From an optimization exercise on the open Yosys and OpenROAD flow, aimed at small area; shortcuts taken in it are not production practice.
The RTL was checked by simulation tests, not by an equivalence proof against the original design.
Power figures rest on the tool's default switching activity, not on a simulated workload.

Setup of run A:
// qrd_out_collector
module qrd_out_collector #(
  parameter int DW      = 17,
  parameter int LATENCY = 6,
  parameter int TOL     = 16,
  parameter int CNT_W   = 12
) (
  input  logic                clk,
  input  logic                rst_n,
  input  logic                i_start,
  input  logic [CNT_W-1:0]    i_stream_len,
  input  logic [DW-1:0]       i_lane0,
  input  logic [DW-1:0]       i_lane1,
  input  logic [DW-1:0]       i_lane2,
  input  logic [DW-1:0]       i_lane3,
  output logic                o_mat_valid,
  input  logic                i_mat_ready,
  output logic [16*DW-1:0]    o_mat_data,
  output logic                o_mat_tri_err,
  output logic                o_busy,
  output logic                o_done,
  output logic                o_ovf
);
For scale: ~360 I/O pins.
Settings: LEC_CHECK=0, CAP_MARGIN=20, CORE_MARGIN=2, CORE_UTILIZATION=62, SLEW_MARGIN=20, SYNTH_HIERARCHICAL=1, SYNTH_MINIMUM_KEEP_SIZE=0; clock period 5.0 ns.
standard.sh (not shown) runs the stock make flow with config.mk's settings and CLKGATE_MAP_FILE= SYNTH_SCRIPT=/design/flow/synth_recipe.tcl, a recipe that flattens the netlist after the stock synthesis.
==> flow/flow/run.sh <==
#!/bin/bash
# The standard layout, with two changes: port buffers are the smallest buffer cell, and
# clock tree synthesis uses small clock buffers, larger sink clusters and no dummy loads.
set -euo pipefail
export BUFFER_PORTS_ARGS="-buffer_cell sky130_fd_sc_hd__buf_1"
export CTS_ARGS="-sink_clustering_enable -repair_clock_nets -dont_use_dummy_load -buf_list {sky130_fd_sc_hd__clkbuf_4 sky130_fd_sc_hd__clkbuf_8} -sink_clustering_size 20 -sink_clustering_max_diameter 50"
bash standard.sh > standard_flow.log 2>&1
Run A: no failed stages, no open violations at the end
Input changes introduced in run B (baseline for comparison: run A):
- swapping 62 for 55 in CORE_UTILIZATION
==> flow/flow/run.sh <==
#!/bin/bash
# The standard layout, with two changes: port buffers are the smallest buffer cell, and
# clock tree synthesis uses small clock buffers, larger sink clusters and no dummy loads.
set -euo pipefail
export BUFFER_PORTS_ARGS="-buffer_cell sky130_fd_sc_hd__buf_1"
export CTS_ARGS="-sink_clustering_enable -repair_clock_nets -dont_use_dummy_load -buf_list {sky130_fd_sc_hd__clkbuf_8 sky130_fd_sc_hd__clkbuf_16} -sink_clustering_buffer sky130_fd_sc_hd__clkbuf_16 -sink_clustering_size 32 -sink_clustering_max_diameter 60"
bash standard.sh > standard_flow.log 2>&1
==> summary.txt <==
- Route | run B vs run A | wire longer in run B
- Looking at data required time at the worst endpoint across run B and run A, the one that comes out higher is run A.
- [compare] base=run A new=run B: number of buffers created by CTS shows a reduction of 19%; minimum hold slack shows an increase of 0.082 ns.
- Run B — delay of the slowest cell on the worst path 0.03 ns higher, run A as reference
- On sequential group share of total power: run B sits below run A.
- Run B vs run A: sequential share of layout area down
- Between run A and run B, the cell count went up.
- | shortest period the worst path allows | run B vs run A | 0.039 ns lower |
Relative to run B, the following input files were edited for run C:
- CORE_UTILIZATION now 66, was 55
==> flow/flow/run.sh <==
#!/bin/bash
# The standard layout, with two changes: port buffers are the smallest buffer cell, and
# clock tree synthesis uses small clock buffers, larger sink clusters and no dummy loads.
set -euo pipefail
export BUFFER_PORTS_ARGS="-buffer_cell sky130_fd_sc_hd__buf_1"
export CTS_ARGS="-sink_clustering_enable -repair_clock_nets -dont_use_dummy_load -buf_list {sky130_fd_sc_hd__clkbuf_4 sky130_fd_sc_hd__clkbuf_8} -sink_clustering_size 18 -sink_clustering_max_diameter 45"
bash standard.sh > standard_flow.log 2>&1
### Flow results
- Higher power among run C and run B: run B
- Run B → run C: worst hold slack shows a reduction of 0.078 ns, via count rose about 1.5%, fraction of the cycle the final worst path needs went up by 2.2 points.

========
Setup of oak:
Starting RTL as in the previous note.
clock: 5.0 ns
lec_check: 0
cap_margin: 20
core_margin: 2
core_utilization: 66
slew_margin: 20
synth_hierarchical: 1
synth_minimum_keep_size: 0
==> flow/flow/run.sh <==
#!/bin/bash
# The standard layout, with two changes: port buffers are the smallest buffer cell, and
# clock tree synthesis uses small clock buffers, larger sink clusters and no dummy loads.
set -euo pipefail
export BUFFER_PORTS_ARGS="-buffer_cell sky130_fd_sc_hd__buf_1"
export CTS_ARGS="-sink_clustering_enable -repair_clock_nets -dont_use_dummy_load -buf_list {sky130_fd_sc_hd__clkbuf_4 sky130_fd_sc_hd__clkbuf_8} -sink_clustering_size 20 -sink_clustering_max_diameter 50"
bash standard.sh > standard_flow.log 2>&1
oak did not stop at any stage, and its layout met the timing, design-rule and antenna checks.
The following lists how pine was set up differently from oak:
- CORE_UTILIZATION changed from 66 to 55
==> flow/flow/run.sh <==
#!/bin/bash
# The standard layout, with two changes: port buffers are the smallest buffer cell, and
# clock tree synthesis uses small clock buffers, larger sink clusters and no dummy loads.
set -euo pipefail
export BUFFER_PORTS_ARGS="-buffer_cell sky130_fd_sc_hd__buf_1"
export CTS_ARGS="-sink_clustering_enable -repair_clock_nets -dont_use_dummy_load -buf_list {sky130_fd_sc_hd__clkbuf_4 sky130_fd_sc_hd__clkbuf_8} -sink_clustering_size 14 -sink_clustering_max_diameter 40"
bash standard.sh > standard_flow.log 2>&1
==> summary.txt <==
Diff oak -> pine: aggregate routed wire length moved up; fraction of area in registers moved down; post-route cell area moved up; fmax moved up; utilization of the core after routing moved down.
For birch, these inputs were changed with respect to pine:
- CORE_UTILIZATION changed from 55 to 62
==> flow/flow/run.sh <==
#!/bin/bash
# The standard layout, with two changes: port buffers are the smallest buffer cell, and
# clock tree synthesis uses small clock buffers, larger sink clusters and no dummy loads.
set -euo pipefail
export BUFFER_PORTS_ARGS="-buffer_cell sky130_fd_sc_hd__buf_1"
export CTS_ARGS="-sink_clustering_enable -repair_clock_nets -dont_use_dummy_load -buf_list {sky130_fd_sc_hd__clkbuf_4 sky130_fd_sc_hd__clkbuf_8} -sink_clustering_size 18 -sink_clustering_max_diameter 45"
bash standard.sh > standard_flow.log 2>&1
### Flow results
- birch was carried through to the last stage, and its layout satisfied the timing, design-rule and antenna checks.
- Of the two candidates, pine has the worse die area and birch the better one.
- birch has worst hold margin above what pine had.
- The termination of the worst setup path comes out r_h[265]$_DFF_P_ in one run and r_h[182]$_DFF_P_ in the other, namely in pine and birch respectively.
- birch vs pine, worst clock skew on the final layout went down by 7.4 ps.
- Part of the power in the clock network in birch is 2.8 points lower than in pine
- pine tops out at a higher clock frequency than birch.
- Delta (birch minus pine): max-slew violation count barely changed, total of clock buffers placed in the layout dropped 28%, routed wire length dropped 3.9%, total global-route track usage climbed 1.7 points, total power dropped 3.8%.
- | flop and latch count out of synthesis | pine vs birch | ≈ equal |
The inputs of maple differ from those of birch as listed below.
==> flow/flow/run.sh <==
#!/bin/bash
# The standard layout, with two changes: port buffers are the smallest buffer cell, and
# clock tree synthesis uses small clock buffers, larger sink clusters and no dummy loads.
set -euo pipefail
export BUFFER_PORTS_ARGS="-buffer_cell sky130_fd_sc_hd__buf_1"
export CTS_ARGS="-sink_clustering_enable -repair_clock_nets -dont_use_dummy_load -buf_list {sky130_fd_sc_hd__clkbuf_4 sky130_fd_sc_hd__clkbuf_8} -sink_clustering_buffer sky130_fd_sc_hd__clkbuf_4 -sink_clustering_size 12 -sink_clustering_max_diameter 35"
bash standard.sh > standard_flow.log 2>&1
[summary]
- Leakage power figure was higher in the run labelled maple.
- Compared with birch, in maple starting DRC count in detailed routing now larger, required time at the endpoint of the critical path now larger, worst hold margin now smaller, combined global-route utilization of all metal layers now larger, CTS buffer count now larger.
- Minimum clock period: maple and birch compared, lower one is maple
- Growth of design area from synthesis to finish delta for maple relative to birch: 0.17 points lower
- Count of endpoints failing setup in the final report across maple and birch: no real change.
- Ratio of routed vias to standard cells in maple is 0.032 below birch.

========
== the previous run ==
qrd_out_collector, a different RTL version from the one above (not shown whole).
Size: about 1900 cells after synthesis, about 840 flip-flops, roughly 360 I/O pins, roughly 0.026 mm2 of cells after synthesis.
make LEC_CHECK=0 CAP_MARGIN=20 CORE_MARGIN=2 CORE_UTILIZATION=70 SLEW_MARGIN=20 SYNTH_HIERARCHICAL=1 SYNTH_MINIMUM_KEEP_SIZE=0 finish   # period 5.0 ns
run.sh (not shown) runs the stock make flow with config.mk's settings and CLKGATE_MAP_FILE= SYNTH_SCRIPT=/design/flow/synth_recipe.tcl, a recipe that flattens the netlist after the stock synthesis.
Stock flow here: none of the scripts above is used.
The previous run ran to completion and came out clean on the timing, design-rule and antenna checks.
--- input diff the previous run..the current run ---
- CORE_UTILIZATION changed from 70 to 40
Notes after the runs:
Overall track demand over capacity in global routing (higher): the previous run. In the current run the portion of total power attributed to sequential cells turned out 2.1 points lower than in the previous run. Taking the previous run over the current run, the floorplan die height ratio works out to 0.76. The current run — share of cell area taken by flip-flops and latches 1.6 points lower, the previous run as reference. The previous run vs the current run, critical path endpoint: r_h[127] vs r_rem[8]. Layout clock buffer count, the current run vs the previous run: up by a little under 10%. [compare] base=the previous run new=the current run: total via count in the routed design went down 684; layout-stage area growth over the synthesis result shows an increase of 3.7 points; shortest period the worst path allows lost 0.028 ns.

========
== job 101 ==
RTL: one of the versions met above, not the one the previous note started from.
Size: about 1900 cells after synthesis, roughly 0.025 sq mm of cells after synthesis.
==> flow/config.mk <==
export PLATFORM = sky130hd
export DESIGN_NAME = qrd_out_collector
export DESIGN_NICKNAME = qrd_out_collector
export VERILOG_FILES = /design/flow/design.v
export SDC_FILE = /design/flow/constraint.sdc
export NUM_CORES = 4
export LEC_CHECK = 0
export CAP_MARGIN = 20
export CORE_MARGIN = 2
export CORE_UTILIZATION = 55
export SLEW_MARGIN = 20
export SYNTH_HIERARCHICAL = 1
export SYNTH_MINIMUM_KEEP_SIZE = 0
==> flow/constraint.sdc <==
create_clock -name core_clock -period 5.0 [get_ports {clk}]
set_input_delay 1.0000 -clock core_clock [delete_from_list [all_inputs] [get_ports {clk}]]
set_output_delay 1.0000 -clock core_clock [all_outputs]
set_load 0.01 [all_outputs]
standard.sh (not shown) runs the stock make flow with config.mk's settings and CLKGATE_MAP_FILE= SYNTH_SCRIPT=/design/flow/synth_recipe.tcl, a recipe that flattens the netlist after the stock synthesis.
==> flow/flow/run.sh <==
#!/bin/bash
# The standard layout, with two changes: port buffers are the smallest buffer cell, and
# clock tree synthesis uses small clock buffers, larger sink clusters and no dummy loads.
set -euo pipefail
export BUFFER_PORTS_ARGS="-buffer_cell sky130_fd_sc_hd__buf_1"
export CTS_ARGS="-sink_clustering_enable -repair_clock_nets -dont_use_dummy_load -buf_list {sky130_fd_sc_hd__clkbuf_4 sky130_fd_sc_hd__clkbuf_8} -sink_clustering_buffer sky130_fd_sc_hd__clkbuf_4 -sink_clustering_size 12 -sink_clustering_max_diameter 35"
bash standard.sh > standard_flow.log 2>&1
#### Input delta (job 102 over job 101)
-- flow/flow/run.sh --
<<< job 101, line 6
export CTS_ARGS="-sink_clustering_enable -repair_clock_nets -dont_use_dummy_load -buf_list {sky130_fd_sc_hd__clkbuf_4 sky130_fd_sc_hd__clkbuf_8} -sink_clustering_buffer sky130_fd_sc_hd__clkbuf_4 -sink_clustering_size 12 -sink_clustering_max_diameter 35"
>>> job 102, line 6
export CTS_ARGS="-sink_clustering_enable -repair_clock_nets -dont_use_dummy_load -buf_list {sky130_fd_sc_hd__clkbuf_4 sky130_fd_sc_hd__clkbuf_8} -sink_clustering_size 18 -sink_clustering_max_diameter 45"
Findings:
The full die area on job 101 is in line with that on job 102.
Compared with job 101, in job 102 minimum hold slack climbed 0.037 ns, time the worst path needs with I/O delays and setup climbed 0.040 ns, register fraction of the total cell area barely changed, number of detailed-route iterations in the first pass climbed 3, sum of routed wire segments on met1 dropped 96 um.
Worst setup slack delta (job 102 − job 101): unfavourable
Job 101 ended up with r_h[83] as its termination of the worst setup path; job 102 ended up with r_h[14].

[re-timing with driven ports]
How much do the figures lean on ideal ports? The routed layouts below were timed once more, with nothing changed but the port constraints.
Step 1 assumes that a clkbuf_16 drives the clock port and a buf_2 every other input.
Step 2 times the ports against the registers' clock, not the clock port: input delays grow and output delays shrink by t, the midpoint of the rising clock arrivals with the driver on.
a / b / c = ideal ports / drivers / drivers and shift; a / b = the first two.
| run | shift t [ns] | setup WS [ns] | worst setup path after step 2 | worst data-port slew with drivers (ns) |
|---|---|---|---|---|
| run A | 0.714 | 2.538 / 2.558 / 1.844 | input to register | 0.10 |
| run B | 0.629 | 2.577 / 2.602 / 1.973 | input to register | 0.08 |
| run C | 0.712 | 2.465 / 2.483 / 1.771 | input to register | 0.06 |
| oak | 0.699 | 2.426 / 2.453 / 1.755 | input to register | 0.05 |
| pine | 0.688 | 2.652 / 2.639 / 1.985 | input to register | 0.08 |
| birch | 0.661 | 2.467 / 2.489 / 1.828 | input to register | 0.10 |
| maple | 0.685 | 2.486 / 2.512 / 1.826 | input to register | 0.09 |
| the previous run | 0.642 | 2.092 / 2.128 / 1.486 | input to register | 0.10 |
| the current run | 0.669 | 2.120 / 2.155 / 1.486 | input to register | 0.09 |
| job 101 | 0.700 | 2.634 / 2.612 / 1.960 | input to register | 0.08 |
| job 102 | 0.695 | 2.595 / 2.591 / 1.924 | input to register | 0.09 |
After both steps every run listed still meets setup and hold.
